Source: an optimization exercise on an open RTL-to-GDS flow (aim: small area). Production flows keep margins and buffers that such runs may drop. Only simulation tests tie the RTL to the original design; equivalence was not proved. Power and IR drop assume default switching activity.

==> flow/design.v <==
package csr_index_pkg;
    parameter int INDEX_WIDTH   = 32;
    parameter int ADDRESS_WIDTH = 32;
    parameter int SHIFT_WIDTH   = 5;
    typedef logic [INDEX_WIDTH-1:0]   index_t;
    typedef logic [ADDRESS_WIDTH-1:0] address_t;
    typedef logic [SHIFT_WIDTH-1:0]   shift_t;
    typedef enum logic [3:0] {
        RESET       = 4'd0,
        IDLE        = 4'd1,
        SETUP       = 4'd2,
        START       = 4'd3,
        BUSY        = 4'd4,
        BUSY_TRANS  = 4'd5,
        PAUSE_TRANS = 4'd6,
        PAUSE       = 4'd7,
        DONE        = 4'd8
    } sequencer_state_t;
endpackage
`timescale 1ns/1ns
module csr_index_sequencer
(
    input  logic   ap_clk,
    input  logic   areset_generator,
    input  logic   config_valid,
    input  csr_index_pkg::index_t config_index_start,
    input  csr_index_pkg::index_t config_index_end,
    input  csr_index_pkg::index_t config_stride,
    input  logic   prog_full,
    input  logic   advance,          
    output logic   config_accept,
    output logic   idle,
    output logic   done,
    output logic   gen_valid,
    output csr_index_pkg::index_t gen_index
);
    csr_index_pkg::sequencer_state_t state;
    csr_index_pkg::sequencer_state_t next_state;
    csr_index_pkg::index_t end_reg;
    csr_index_pkg::index_t stride_reg;
    logic [csr_index_pkg::INDEX_WIDTH:0] count;
    logic                 end_hit;
    assign config_accept = config_valid && (state == csr_index_pkg::IDLE);
    always_ff @(posedge ap_clk) begin
        if (config_accept) begin
            end_reg    <= config_index_end;
            stride_reg <= config_stride;
        end
    end
    always_ff @(posedge ap_clk) begin
        if (areset_generator) begin
            state <= csr_index_pkg::RESET;
        end else begin
            state <= next_state;
        end
    end
    always_comb begin
        next_state = state;
        case (state)
            csr_index_pkg::RESET:       next_state = csr_index_pkg::IDLE;
            csr_index_pkg::IDLE:        if (config_accept) next_state = csr_index_pkg::SETUP;
            csr_index_pkg::SETUP:       next_state = csr_index_pkg::START;
            csr_index_pkg::START:       next_state = csr_index_pkg::BUSY;
            csr_index_pkg::BUSY: begin
                if (end_hit) begin
                    next_state = csr_index_pkg::DONE;
                end else if (prog_full) begin
                    next_state = csr_index_pkg::PAUSE_TRANS;
                end
            end
            csr_index_pkg::PAUSE_TRANS: next_state = csr_index_pkg::PAUSE;
            csr_index_pkg::PAUSE:       if (!prog_full) next_state = csr_index_pkg::BUSY_TRANS;
            csr_index_pkg::BUSY_TRANS:  next_state = csr_index_pkg::BUSY;
            csr_index_pkg::DONE:        next_state = csr_index_pkg::IDLE;
            default:                    next_state = csr_index_pkg::RESET;
        endcase
    end
    assign end_hit = count >= {1'b0, end_reg};
    localparam int RIPPLE = 16;
    logic [csr_index_pkg::INDEX_WIDTH:0] count_next;
    logic                                ripple_carry;
    always_comb begin
        ripple_carry = 1'b0;
        for (int i = 0; i < RIPPLE; i++) begin
            count_next[i] = count[i] ^ stride_reg[i] ^ ripple_carry;
            ripple_carry  = (count[i] & stride_reg[i]) | (ripple_carry & (count[i] ^ stride_reg[i]));
        end
        count_next[csr_index_pkg::INDEX_WIDTH:RIPPLE] = count[csr_index_pkg::INDEX_WIDTH:RIPPLE]
            + {1'b0, stride_reg[csr_index_pkg::INDEX_WIDTH-1:RIPPLE]}
            + (csr_index_pkg::INDEX_WIDTH + 1 - RIPPLE)'(ripple_carry);
    end
    always_ff @(posedge ap_clk) begin
        if (config_accept) begin
            count <= {1'b0, config_index_start};
        end else if (advance) begin
            count <= count_next;
        end
    end
    assign gen_valid = (state == csr_index_pkg::BUSY) && !end_hit;
    assign gen_index = count[csr_index_pkg::INDEX_WIDTH-1:0];
    assign idle = (state == csr_index_pkg::IDLE);
    assign done = (state == csr_index_pkg::DONE);
endmodule
`timescale 1ns/1ns
module csr_address_map
(
    input  logic     ap_clk,
    input  logic     config_accept,
    input  csr_index_pkg::address_t config_base_address,
    input  csr_index_pkg::shift_t   config_shift_amount,
    input  logic     config_shift_left,
    input  csr_index_pkg::index_t   gen_index,
    output csr_index_pkg::address_t gen_address
);
    csr_index_pkg::address_t base_address;
    csr_index_pkg::shift_t   shift_amount;
    logic     shift_left;
    csr_index_pkg::address_t offset;
    always_ff @(posedge ap_clk) begin
        if (config_accept) begin
            base_address <= config_base_address;
            shift_amount <= config_shift_amount;
            shift_left   <= config_shift_left;
        end
    end
    csr_index_pkg::address_t shift_in;
    csr_index_pkg::address_t shift_out;
    always_comb begin
        for (int i = 0; i < csr_index_pkg::ADDRESS_WIDTH; i++) begin
            shift_in[i] = shift_left ? gen_index[csr_index_pkg::ADDRESS_WIDTH-1-i] : gen_index[i];
        end
        shift_out = shift_in >> shift_amount;
        for (int i = 0; i < csr_index_pkg::ADDRESS_WIDTH; i++) begin
            offset[i] = shift_left ? shift_out[csr_index_pkg::ADDRESS_WIDTH-1-i] : shift_out[i];
        end
    end
    localparam int RIPPLE = 8;
    logic ripple_carry;
    always_comb begin
        ripple_carry = 1'b0;
        for (int i = 0; i < RIPPLE; i++) begin
            gen_address[i] = base_address[i] ^ offset[i] ^ ripple_carry;
            ripple_carry   = (base_address[i] & offset[i]) | (ripple_carry & (base_address[i] ^ offset[i]));
        end
        gen_address[csr_index_pkg::ADDRESS_WIDTH-1:RIPPLE] = base_address[csr_index_pkg::ADDRESS_WIDTH-1:RIPPLE]
            + offset[csr_index_pkg::ADDRESS_WIDTH-1:RIPPLE]
            + (csr_index_pkg::ADDRESS_WIDTH - RIPPLE)'(ripple_carry);
    end
endmodule
`timescale 1ns/1ns
module request_fifo
#(
    parameter int DEPTH       = 9,
    parameter int PROG_THRESH = 8
) (
    input  logic     ap_clk,
    input  logic     areset_generator,
    input  logic     gen_valid,      
    output logic     wr_en,          
    input  csr_index_pkg::index_t   wr_index,
    input  csr_index_pkg::address_t wr_address,
    input  logic     pop_ready,
    output logic     request_valid,
    output csr_index_pkg::index_t   request_index,
    output csr_index_pkg::address_t request_address,
    output logic     prog_full
);
    localparam int PTR_WIDTH = $clog2(DEPTH + 1);
    csr_index_pkg::index_t   index_mem   [DEPTH];
    csr_index_pkg::address_t address_mem [DEPTH];
    logic [PTR_WIDTH-1:0] wr_ptr;
    logic [DEPTH-1:0]     rd_ptr;    
    logic [PTR_WIDTH-1:0] count;     
    logic                 pending;   
    logic                 deferred;  
    logic                 slot_free;
    logic                 rd_en;
    assign rd_en = request_valid && pop_ready;
    assign slot_free = ({1'b0, count} + pending) <= (PTR_WIDTH+1)'(DEPTH - 1) + deferred;
    assign wr_en     = (gen_valid || deferred) && slot_free;
    always_ff @(posedge ap_clk) begin
        if (wr_en) begin
            index_mem[wr_ptr]   <= wr_index;
            address_mem[wr_ptr] <= wr_address;
        end
    end
    always_ff @(posedge ap_clk) begin
        if (areset_generator) begin
            wr_ptr   <= '0;
            rd_ptr   <= DEPTH'(1);
            count    <= '0;
            pending  <= 1'b0;
            deferred <= 1'b0;
        end else begin
            pending <= gen_valid;
            if (gen_valid && !slot_free) begin
                deferred <= 1'b1;
            end else if (wr_en) begin
                deferred <= 1'b0;
            end
            if (wr_en) begin
                wr_ptr <= (wr_ptr == PTR_WIDTH'(DEPTH - 1)) ? '0 : wr_ptr + 1'b1;
            end
            if (rd_en) begin
                rd_ptr <= {rd_ptr[DEPTH-2:0], rd_ptr[DEPTH-1]};
            end
            if (pending && !rd_en) begin
                count <= count + 1'b1;
            end else if (rd_en && !pending) begin
                count <= count - 1'b1;
            end
        end
    end
    always_comb begin
        request_index   = '0;
        request_address = '0;
        for (int i = 0; i < DEPTH; i++) begin
            if (rd_ptr[i]) begin
                request_index   = request_index   | index_mem[i];
                request_address = request_address | address_mem[i];
            end
        end
    end
    assign request_valid = count != '0;
    assign prog_full     = count >= PTR_WIDTH'(PROG_THRESH);
endmodule
`timescale 1ns/1ns
module csr_index_generator
(
    input  logic     ap_clk,
    input  logic     areset_generator,
    input  logic     config_valid,
    input  csr_index_pkg::index_t   config_index_start,
    input  csr_index_pkg::index_t   config_index_end,
    input  csr_index_pkg::index_t   config_stride,
    input  csr_index_pkg::address_t config_base_address,
    input  csr_index_pkg::shift_t   config_shift_amount,
    input  logic     config_shift_left,
    input  logic     request_ready,
    output logic     idle,
    output logic     done,
    output logic     request_valid,
    output csr_index_pkg::index_t   request_index,
    output csr_index_pkg::address_t request_address
);
    logic     config_accept;
    logic     gen_valid;
    logic     wr_en;
    csr_index_pkg::index_t   gen_index;
    csr_index_pkg::address_t gen_address;
    logic     prog_full;
    csr_index_sequencer i_csr_index_sequencer (
        .ap_clk             (ap_clk),
        .areset_generator   (areset_generator),
        .config_valid       (config_valid),
        .config_index_start (config_index_start),
        .config_index_end   (config_index_end),
        .config_stride      (config_stride),
        .prog_full          (prog_full),
        .advance            (wr_en),
        .config_accept      (config_accept),
        .idle               (idle),
        .done               (done),
        .gen_valid          (gen_valid),
        .gen_index          (gen_index)
    );
    csr_address_map i_csr_address_map (
        .ap_clk              (ap_clk),
        .config_accept       (config_accept),
        .config_base_address (config_base_address),
        .config_shift_amount (config_shift_amount),
        .config_shift_left   (config_shift_left),
        .gen_index           (gen_index),
        .gen_address         (gen_address)
    );
    request_fifo i_request_fifo (
        .ap_clk           (ap_clk),
        .areset_generator (areset_generator),
        .gen_valid        (gen_valid),
        .wr_en            (wr_en),
        .wr_index         (gen_index),
        .wr_address       (gen_address),
        .pop_ready        (request_ready),
        .request_valid    (request_valid),
        .request_index    (request_index),
        .request_address  (request_address),
        .prog_full        (prog_full)
    );
endmodule
clock: 10.0 ns
lec_check: 0
cap_margin: 5
core_margin: 2
core_utilization: 70
cts_buf_list: sky130_fd_sc_hd__clkbuf_8
cts_cluster_diameter: 60
cts_cluster_size: 16
slew_margin: 5
standard.sh (not shown) runs the stock make flow with config.mk's settings and CLKGATE_MAP_FILE= SYNTH_SCRIPT=/design/flow/synth_recipe.tcl, a recipe that flattens the netlist after the stock synthesis.
==> flow/flow/run.sh <==
#!/bin/bash
# Standard ORFS layout, with three changes:
#  - the combinational logic of the standard synthesis is re-mapped by ABC
#    for area (registers, full adders and tie cells are kept as they are)
#  - a minimum-size buffer on every port
#  - a clock tree of clkbuf_8 built without dummy balancing loads
# Each tool's output goes to its own log file in the work folder.
set -euo pipefail
cd "$(dirname "$0")/.."
export BUFFER_PORTS_ARGS="-buffer_cell sky130_fd_sc_hd__buf_1"
export CTS_ARGS="-sink_clustering_enable -repair_clock_nets -dont_use_dummy_load -buf_list sky130_fd_sc_hd__clkbuf_8 -sink_clustering_size 16 -sink_clustering_max_diameter 60"

bash standard.sh synth > standard_synth.log 2>&1

R=orfs/results/${FLOW_PLATFORM}/csr_index_generator/base
LIB=${FLOW_HOME}/platforms/${FLOW_PLATFORM}/lib/sky130_fd_sc_hd__tt_025C_1v80.lib
cp $R/1_2_yosys.v 1_2_yosys_standard.v

DONT_USE=$(grep -oE 'cell *\( *"?sky130_fd_sc_hd__(lpflow_[a-z0-9_]+|probec?_p_8)' $LIB | sed -E 's/.*(sky130_fd_sc_hd__[a-z0-9_]+)/-dont_use \1/' | sort -u | tr '\n' ' ')
cat > resyn.ys <<EOY
read_liberty -ignore_miss_func $LIB
read_verilog 1_2_yosys_standard.v
hierarchy -top $FLOW_TOP
setattr -mod -set blackbox 1 sky130_fd_sc_hd__*df* sky130_fd_sc_hd__*dl* sky130_fd_sc_hd__fa_* sky130_fd_sc_hd__conb_*
flatten
hierarchy -top $FLOW_TOP
opt_clean
abc -liberty $LIB $DONT_USE -script flow/area.abc -D 10000
opt_clean -purge
hierarchy -top $FLOW_TOP
stat -liberty $LIB
write_verilog -noattr -nohex -nodec resyn.v
EOY
yosys -s resyn.ys > resyn.log 2>&1
cp resyn.v $R/1_2_yosys.v
rm -f $R/1_synth.odb $R/1_synth.sdc

bash standard.sh finish > standard.log 2>&1
==> flow/flow/area.abc <==
&get -n
&st
&syn2
&dch
&nf -R 60
&st
&dch
&nf -R 60
&put
The starting point completed with no timing, DRC or antenna violations.
Then changed:
==> flow/flow/run.sh (replaced) <==
#!/bin/bash
# Standard ORFS layout with a minimum-size buffer on every port and a clock
# tree built without dummy balancing loads.
set -e
cd "$(dirname "$0")/.."
export BUFFER_PORTS_ARGS="-buffer_cell sky130_fd_sc_hd__buf_1"
export CTS_ARGS="-sink_clustering_enable -repair_clock_nets -dont_use_dummy_load -buf_list sky130_fd_sc_hd__clkbuf_4 -sink_clustering_size 10 -sink_clustering_max_diameter 40"
bash standard.sh > standard.log 2>&1
==> flow/config.mk (replaced) <==
export PLATFORM = sky130hd
export DESIGN_NAME = csr_index_generator
export DESIGN_NICKNAME = csr_index_generator
export VERILOG_FILES = /design/flow/design.v
export SDC_FILE = /design/flow/constraint.sdc
export NUM_CORES = 4
export LEC_CHECK = 0
export CAP_MARGIN = 20
export CORE_MARGIN = 2
export CORE_UTILIZATION = 55
export CTS_BUF_LIST = sky130_fd_sc_hd__clkbuf_4
export CTS_CLUSTER_DIAMETER = 40
export CTS_CLUSTER_SIZE = 10
export SLEW_MARGIN = 20
removed: flow/flow/area.abc
=> The changed run completed with no timing, DRC or antenna violations; routed wire length is higher by 13%; setup slack improves by 0.33 ns; first-iteration DRC count falls by 37%; hold slack got worse by 0.0047 ns; total power came out lower by 4.5%; cell count went up by 12%; fmax went up by 3.6%; global-route usage fell by 5.9 points; sequential power went down by about 1%; critical path depth drops by 11.
Then changed:
==> flow/flow/run.sh (replaced) <==
#!/bin/bash
# Standard ORFS layout, with three changes:
#  - the combinational logic of the standard synthesis is re-mapped by ABC
#    for area (registers and tie cells are kept as they are)
#  - a minimum-size buffer on every port
#  - a clock tree of clkbuf_8 built without dummy balancing loads
# Each tool's output goes to its own log file in the work folder.
set -euo pipefail
cd "$(dirname "$0")/.."
export BUFFER_PORTS_ARGS="-buffer_cell sky130_fd_sc_hd__buf_1"
export CTS_ARGS="-sink_clustering_enable -repair_clock_nets -dont_use_dummy_load -buf_list sky130_fd_sc_hd__clkbuf_8 -sink_clustering_size 16 -sink_clustering_max_diameter 60"

bash standard.sh synth > standard_synth.log 2>&1

R=orfs/results/${FLOW_PLATFORM}/csr_index_generator/base
LIB=${FLOW_HOME}/platforms/${FLOW_PLATFORM}/lib/sky130_fd_sc_hd__tt_025C_1v80.lib
cp $R/1_2_yosys.v 1_2_yosys_standard.v

DONT_USE=$(grep -oE 'cell *\( *"?sky130_fd_sc_hd__(lpflow_[a-z0-9_]+|probec?_p_8)' $LIB | sed -E 's/.*(sky130_fd_sc_hd__[a-z0-9_]+)/-dont_use \1/' | sort -u | tr '\n' ' ')
cat > resyn.ys <<EOY
read_liberty -ignore_miss_func $LIB
read_verilog 1_2_yosys_standard.v
hierarchy -top $FLOW_TOP
setattr -mod -set blackbox 1 sky130_fd_sc_hd__*df* sky130_fd_sc_hd__*dl* sky130_fd_sc_hd__conb_*
flatten
hierarchy -top $FLOW_TOP
opt_clean
abc -liberty $LIB $DONT_USE -script flow/area.abc -D 10000
opt_clean -purge
hierarchy -top $FLOW_TOP
stat -liberty $LIB
write_verilog -noattr -nohex -nodec resyn.v
EOY
yosys -s resyn.ys > resyn.log 2>&1
cp resyn.v $R/1_2_yosys.v
rm -f $R/1_synth.odb $R/1_synth.sdc

bash standard.sh finish > standard.log 2>&1
==> flow/flow/area.abc (new file) <==
&get -n
&st
&syn2
&dch
&nf -R 40
&st
&dch
&nf -R 40
&put
==> flow/config.mk (replaced) <==
export PLATFORM = sky130hd
export DESIGN_NAME = csr_index_generator
export DESIGN_NICKNAME = csr_index_generator
export VERILOG_FILES = /design/flow/design.v
export SDC_FILE = /design/flow/constraint.sdc
export NUM_CORES = 4
export LEC_CHECK = 0
export CAP_MARGIN = 5
export CORE_MARGIN = 2
export CORE_UTILIZATION = 70
export CTS_BUF_LIST = sky130_fd_sc_hd__clkbuf_8
export CTS_CLUSTER_DIAMETER = 60
export CTS_CLUSTER_SIZE = 16
export SLEW_MARGIN = 5
Total power rose by 9.6%.
Count of clock-buffer cells in the layout goes down by 47.
Utilization grows by 17 points.
Design area is lower by 5.7%.
Then changed:
--- a/flow/flow/run.sh
+++ b/flow/flow/run.sh
@@ -2,5 +2,5 @@
 # Standard ORFS layout, with three changes:
 #  - the combinational logic of the standard synthesis is re-mapped by ABC
-#    for area (registers and tie cells are kept as they are)
+#    for area (registers, full adders and tie cells are kept as they are)
 #  - a minimum-size buffer on every port
 #  - a clock tree of clkbuf_8 built without dummy balancing loads
@@ -22,5 +22,5 @@
 read_verilog 1_2_yosys_standard.v
 hierarchy -top $FLOW_TOP
-setattr -mod -set blackbox 1 sky130_fd_sc_hd__*df* sky130_fd_sc_hd__*dl* sky130_fd_sc_hd__conb_*
+setattr -mod -set blackbox 1 sky130_fd_sc_hd__*df* sky130_fd_sc_hd__*dl* sky130_fd_sc_hd__fa_* sky130_fd_sc_hd__conb_*
 flatten
 hierarchy -top $FLOW_TOP
==> flow/flow/area.abc (replaced) <==
&get -n
&st
&syn2
&dch
&nf -R 20
&st
&dch
&nf -R 20
&put
- The changed run ran to the end with no violations
- routed wire length came out higher by 5.2%
- clock-buffer cell count does not change
- final area goes up by 0.78%
- hold slack gets better by 0.020 ns
- combinational power decreases by about 10%
- synthesized area increases by 0.45%

==> re-timing with driven ports <==
The flow's constraints put no driver on any port. The routed layouts listed below were extracted and timed again, unchanged, in two steps.
Step 1 (the two cells are an assumption about what drives the block):
set clk [get_ports {ap_clk}]
set_driving_cell -lib_cell sky130_fd_sc_hd__clkbuf_16 $clk
set_driving_cell -lib_cell sky130_fd_sc_hd__buf_2 [delete_from_list [all_inputs] $clk]
Step 2 adds t to the input delays and takes it off the output delays; t is the mean of the earliest and latest rising clock arrival at the registers after step 1. Input paths then give back, and output paths get back, about the clock's delay inside the block.
Three values: ideal, step 1, step 2; two values: the first two.
| run | shift t [ns] | slack for setup (ns) | worst setup path after step 2 | clock arrival spread, ns | cell pins on the clock port's net |
|---|---|---|---|---|---|
| the first run | 0.723 | 0.416 / 0.416 / 0.416 | register to register | 0.094 / 0.093 | 1 |
| the second run | 0.910 | 0.748 / 0.748 / 0.748 | register to register | 0.130 / 0.130 | 1 |
| the third run | 0.711 | 0.633 / 0.633 / 0.633 | register to register | 0.042 / 0.042 | 1 |
| the fourth run | 0.715 | 0.477 / 0.477 / 0.477 | register to register | 0.053 / 0.052 | 1 |
After both steps every run listed still meets setup and hold.
